From an optimization exercise on the open Yosys and OpenROAD flow, aimed at small area and a short achievable clock period; shortcuts taken in it are not production practice. Only simulation tests tie the RTL to the original design; equivalence was not proved.

== the reference run ==
Design dft_bin_acc, start of the top module:
module dft_bin_acc
#(
    parameter int N      = 256,
    parameter int PH_LAT = 6,
    parameter int ACC_W  = dft_pkg::ACC_W_DEF
) (
    input  logic                     CK,
    input  logic                     RST,
    input  logic                     START,
    input  logic signed [dft_pkg::PH_W-1:0]   cos0,
    input  logic signed [dft_pkg::PH_W-1:0]   sin0,
    input  logic signed [dft_pkg::PH_W-1:0]   cos1,
    input  logic signed [dft_pkg::PH_W-1:0]   sin1,
    output logic [dft_pkg::ADDR_W-1:0]        smp_addr,
    input  logic signed [dft_pkg::SMP_W-1:0]  smp_data,
    output logic signed [ACC_W-1:0]  re0,
    output logic signed [ACC_W-1:0]  im0,
    output logic signed [ACC_W-1:0]  re1,
    output logic signed [ACC_W-1:0]  im1,
    output logic                     busy,
    output logic                     done
    ,
    output logic [ACC_W-1:0]         mag0,
    output logic [ACC_W-1:0]         mag1
);
==> module magsel43, before the edit <==
module magsel43 (
    input  logic [42:0] a,
    input  logic [42:0] b,
    output logic [42:0] hi,
    output logic [41:0] lo
);
    logic gt;
    gt43 u_gt (.a(a), .b(b), .gt(gt));
    assign hi = gt ? a : b;
    assign lo = gt ? b[42:1] : a[42:1];
endmodule
==> module dft_bin_acc, before the edit <==
module dft_bin_acc
#(
    parameter int N      = 256,
    parameter int PH_LAT = 6,
    parameter int ACC_W  = dft_pkg::ACC_W_DEF
) (
    input  logic                     CK,
    input  logic                     RST,
    input  logic                     START,
    input  logic signed [dft_pkg::PH_W-1:0]   cos0,
    input  logic signed [dft_pkg::PH_W-1:0]   sin0,
    input  logic signed [dft_pkg::PH_W-1:0]   cos1,
    input  logic signed [dft_pkg::PH_W-1:0]   sin1,
    output logic [dft_pkg::ADDR_W-1:0]        smp_addr,
    input  logic signed [dft_pkg::SMP_W-1:0]  smp_data,
    output logic signed [ACC_W-1:0]  re0,
    output logic signed [ACC_W-1:0]  im0,
    output logic signed [ACC_W-1:0]  re1,
    output logic signed [ACC_W-1:0]  im1,
    output logic                     busy,
    output logic                     done
    ,
    output logic [ACC_W-1:0]         mag0,
    output logic [ACC_W-1:0]         mag1
);
    localparam int W = 44;      
    localparam int MW = 43;     
    logic [8:0] cnt;
    logic       done_q;
    logic       init_q;      
    logic       en_q;        
    logic       ld;          
    logic [8:0] one_q, two_q, neg_q;
    logic [8:0] one_d, two_d, neg_d;
    logic [8:0] negs;
    logic [W-1:0] a_re0, a_im0, a_re1, a_im1;
    logic [MW-1:0] m_re0, m_im0, m_re1, m_im1;
    logic [MW-1:0] mag0_s, mag1_s;
    always_ff @(posedge CK or posedge RST) begin
        if (RST) begin
            cnt    <= '0;
            busy   <= 1'b0;
            done_q <= 1'b0;
            init_q <= 1'b0;
        end else begin
            if (START)     cnt <= 9'd509;
            else if (busy) cnt <= cnt + 9'd1;
            busy   <= START | (busy & (cnt != 9'd259));
            done_q <= ~START & busy & (cnt == 9'd258);
            init_q <= START;
        end
    end
    assign smp_addr = cnt;
    assign done     = done_q & ~START;
    assign ld = busy & ~START & (cnt >= 9'd1) & (cnt <= 9'd256);
    always_comb begin
        logic [18:0] xe;
        xe = {smp_data, 1'b0};
        for (int j = 0; j < 9; j++) begin
            one_d[j] = xe[2*j+1] ^ xe[2*j];
            two_d[j] = (xe[2*j+2] & ~xe[2*j+1] & ~xe[2*j]) | (~xe[2*j+2] & xe[2*j+1] & xe[2*j]);
            neg_d[j] = xe[2*j+2];
        end
    end
    always_ff @(posedge CK or posedge RST) begin
        if (RST) begin
            one_q <= '0;
            two_q <= '0;
            neg_q <= '0;
            en_q  <= 1'b0;
        end else begin
            one_q <= ld ? one_d : 9'd0;
            two_q <= ld ? two_d : 9'd0;
            neg_q <= ld ? neg_d : 9'd0;
            en_q  <= ld;
        end
    end
    assign negs = ~neg_q & {9{en_q}};
    cplx_mac u_re0 (.clk(CK), .rst(RST), .init(init_q), .en(en_q), .one(one_q), .two(two_q),
                    .neg(neg_q), .c(cos0), .acc(a_re0), .mabs(m_re0));
    cplx_mac u_im0 (.clk(CK), .rst(RST), .init(init_q), .en(en_q), .one(one_q), .two(two_q),
                    .neg(negs),  .c(sin0), .acc(a_im0), .mabs(m_im0));
    cplx_mac u_re1 (.clk(CK), .rst(RST), .init(init_q), .en(en_q), .one(one_q), .two(two_q),
                    .neg(neg_q), .c(cos1), .acc(a_re1), .mabs(m_re1));
    cplx_mac u_im1 (.clk(CK), .rst(RST), .init(init_q), .en(en_q), .one(one_q), .two(two_q),
                    .neg(negs),  .c(sin1), .acc(a_im1), .mabs(m_im1));
    assign re0 = {{(ACC_W-W){a_re0[W-1]}}, a_re0};
    assign im0 = {{(ACC_W-W){a_im0[W-1]}}, a_im0};
    assign re1 = {{(ACC_W-W){a_re1[W-1]}}, a_re1};
    assign im1 = {{(ACC_W-W){a_im1[W-1]}}, a_im1};
    logic [MW-1:0] hi0_d, hi1_d, hi0_q, hi1_q;
    logic [MW-2:0] lo0_d, lo1_d, lo0_q, lo1_q;
    magsel43 u_sel0 (.a(m_re0), .b(m_im0), .hi(hi0_d), .lo(lo0_d));
    magsel43 u_sel1 (.a(m_re1), .b(m_im1), .hi(hi1_d), .lo(lo1_d));
    always_ff @(posedge CK or posedge RST) begin
        if (RST) begin
            hi0_q <= '0;
            lo0_q <= '0;
            hi1_q <= '0;
            lo1_q <= '0;
        end else begin
            hi0_q <= hi0_d;
            lo0_q <= lo0_d;
            hi1_q <= hi1_d;
            lo1_q <= lo1_d;
        end
    end
    add43 u_mag0 (.a(hi0_q), .b({1'b0, lo0_q}), .y(mag0_s));
    add43 u_mag1 (.a(hi1_q), .b({1'b0, lo1_q}), .y(mag1_s));
    assign mag0 = {{(ACC_W-MW){1'b0}}, mag0_s};
    assign mag1 = {{(ACC_W-MW){1'b0}}, mag1_s};
endmodule
clock: 9.5 ns
lec_check: 0
cap_margin: 20
core_margin: 2
core_utilization: 40
setup_slack_margin: 3.5
slew_margin: 20
synth_hierarchical: 1
run.sh (not shown) runs the stock make flow with config.mk's settings and CLKGATE_MAP_FILE= SYNTH_SCRIPT=/design/flow/synth_recipe.tcl, a recipe that flattens the netlist after the stock synthesis.
Input-level comparison between the trial run and the reference run:
--- a/flow/design.v
+++ b/flow/design.v
@@ -1366,14 +1366,15 @@
     assign m[42] = p42 ^ (v[43] ? ~c0_42 : c1_42);
 endmodule
-module magsel43 (
+module mag43 (
     input  logic [42:0] a,
     input  logic [42:0] b,
-    output logic [42:0] hi,
-    output logic [41:0] lo
+    output logic [42:0] m
 );
+    logic [42:0] s1, s2;
     logic gt;
+    add43 u_s1 (.a(a), .b({1'b0, b[42:1]}), .y(s1));
+    add43 u_s2 (.a(b), .b({1'b0, a[42:1]}), .y(s2));
     gt43 u_gt (.a(a), .b(b), .gt(gt));
-    assign hi = gt ? a : b;
-    assign lo = gt ? b[42:1] : a[42:1];
+    assign m = gt ? s1 : s2;
 endmodule
 module add43 (
@@ -2074,5 +2075,6 @@
     logic [W-1:0] a_re0, a_im0, a_re1, a_im1;
     logic [MW-1:0] m_re0, m_im0, m_re1, m_im1;
-    logic [MW-1:0] mag0_s, mag1_s;
+    logic [MW-1:0] mag0_d, mag1_d;
+    logic [MW-1:0] mag0_q, mag1_q;
     always_ff @(posedge CK or posedge RST) begin
         if (RST) begin
@@ -2127,24 +2129,16 @@
     assign re1 = {{(ACC_W-W){a_re1[W-1]}}, a_re1};
     assign im1 = {{(ACC_W-W){a_im1[W-1]}}, a_im1};
-    logic [MW-1:0] hi0_d, hi1_d, hi0_q, hi1_q;
-    logic [MW-2:0] lo0_d, lo1_d, lo0_q, lo1_q;
-    magsel43 u_sel0 (.a(m_re0), .b(m_im0), .hi(hi0_d), .lo(lo0_d));
-    magsel43 u_sel1 (.a(m_re1), .b(m_im1), .hi(hi1_d), .lo(lo1_d));
+    mag43 u_mag0 (.a(m_re0), .b(m_im0), .m(mag0_d));
+    mag43 u_mag1 (.a(m_re1), .b(m_im1), .m(mag1_d));
     always_ff @(posedge CK or posedge RST) begin
         if (RST) begin
-            hi0_q <= '0;
-            lo0_q <= '0;
-            hi1_q <= '0;
-            lo1_q <= '0;
+            mag0_q <= '0;
+            mag1_q <= '0;
         end else begin
-            hi0_q <= hi0_d;
-            lo0_q <= lo0_d;
-            hi1_q <= hi1_d;
-            lo1_q <= lo1_d;
+            mag0_q <= mag0_d;
+            mag1_q <= mag1_d;
         end
     end
-    add43 u_mag0 (.a(hi0_q), .b({1'b0, lo0_q}), .y(mag0_s));
-    add43 u_mag1 (.a(hi1_q), .b({1'b0, lo1_q}), .y(mag1_s));
-    assign mag0 = {{(ACC_W-MW){1'b0}}, mag0_s};
-    assign mag1 = {{(ACC_W-MW){1'b0}}, mag1_s};
+    assign mag0 = {{(ACC_W-MW){1'b0}}, mag0_q};
+    assign mag1 = {{(ACC_W-MW){1'b0}}, mag1_q};
 endmodule
==> run notes <==
In the reports for the trial run and the reference run, the smaller horizontal extent of the die belongs to the reference run.
A timing endpoint of the critical path of mag1[20] is what the reference run shows, while mag0_q[37] belongs to the trial run.
Minimum period implied by the final worst setup slack: the trial run > the reference run
| clock skew | the trial run vs the reference run | worse |
Parity-gate share of the synthesized area counting xor and xnor cells on the trial run is up relative to the reference run.
Compared with the reference run, in the trial run growth of design area from synthesis to finish rose 2.0 points, total routing resource utilization after global routing fell 0.32 points, sequential share of layout area fell 3.1 points, adder-cell share of the synthesized area rose 1.3 points.
From the reference run to the trial run the numbers moved as follows: tightest slew margin relative to the limit now sits higher; cell area now sits higher.

==> static timing again, ports no longer ideal <==
The results above use ideal ports. As a check the final layouts listed here were re-extracted and re-timed, cells and wires unchanged. Step 1 assumes that a clkbuf_16 drives the clock port and a buf_2 every other input. Step 2 times the ports against the registers' clock, not the clock port: input delays grow and output delays shrink by t, the midpoint of the rising clock arrivals with the driver on. Slacks: ideal / step 1 / step 2; pairs: ideal / step 1.
run	t, ns	setup slack, ns	cell pins on the clock port's net
the reference run	0.782	3.571 / 3.481 / 2.840	1
the trial run	0.766	3.567 / 3.567 / 2.805	1
After both steps setup and hold are still met in every run listed. The setup slack of the trial run, which loses most, moves by 0.000 ns with the drivers and by -0.762 ns with both steps.
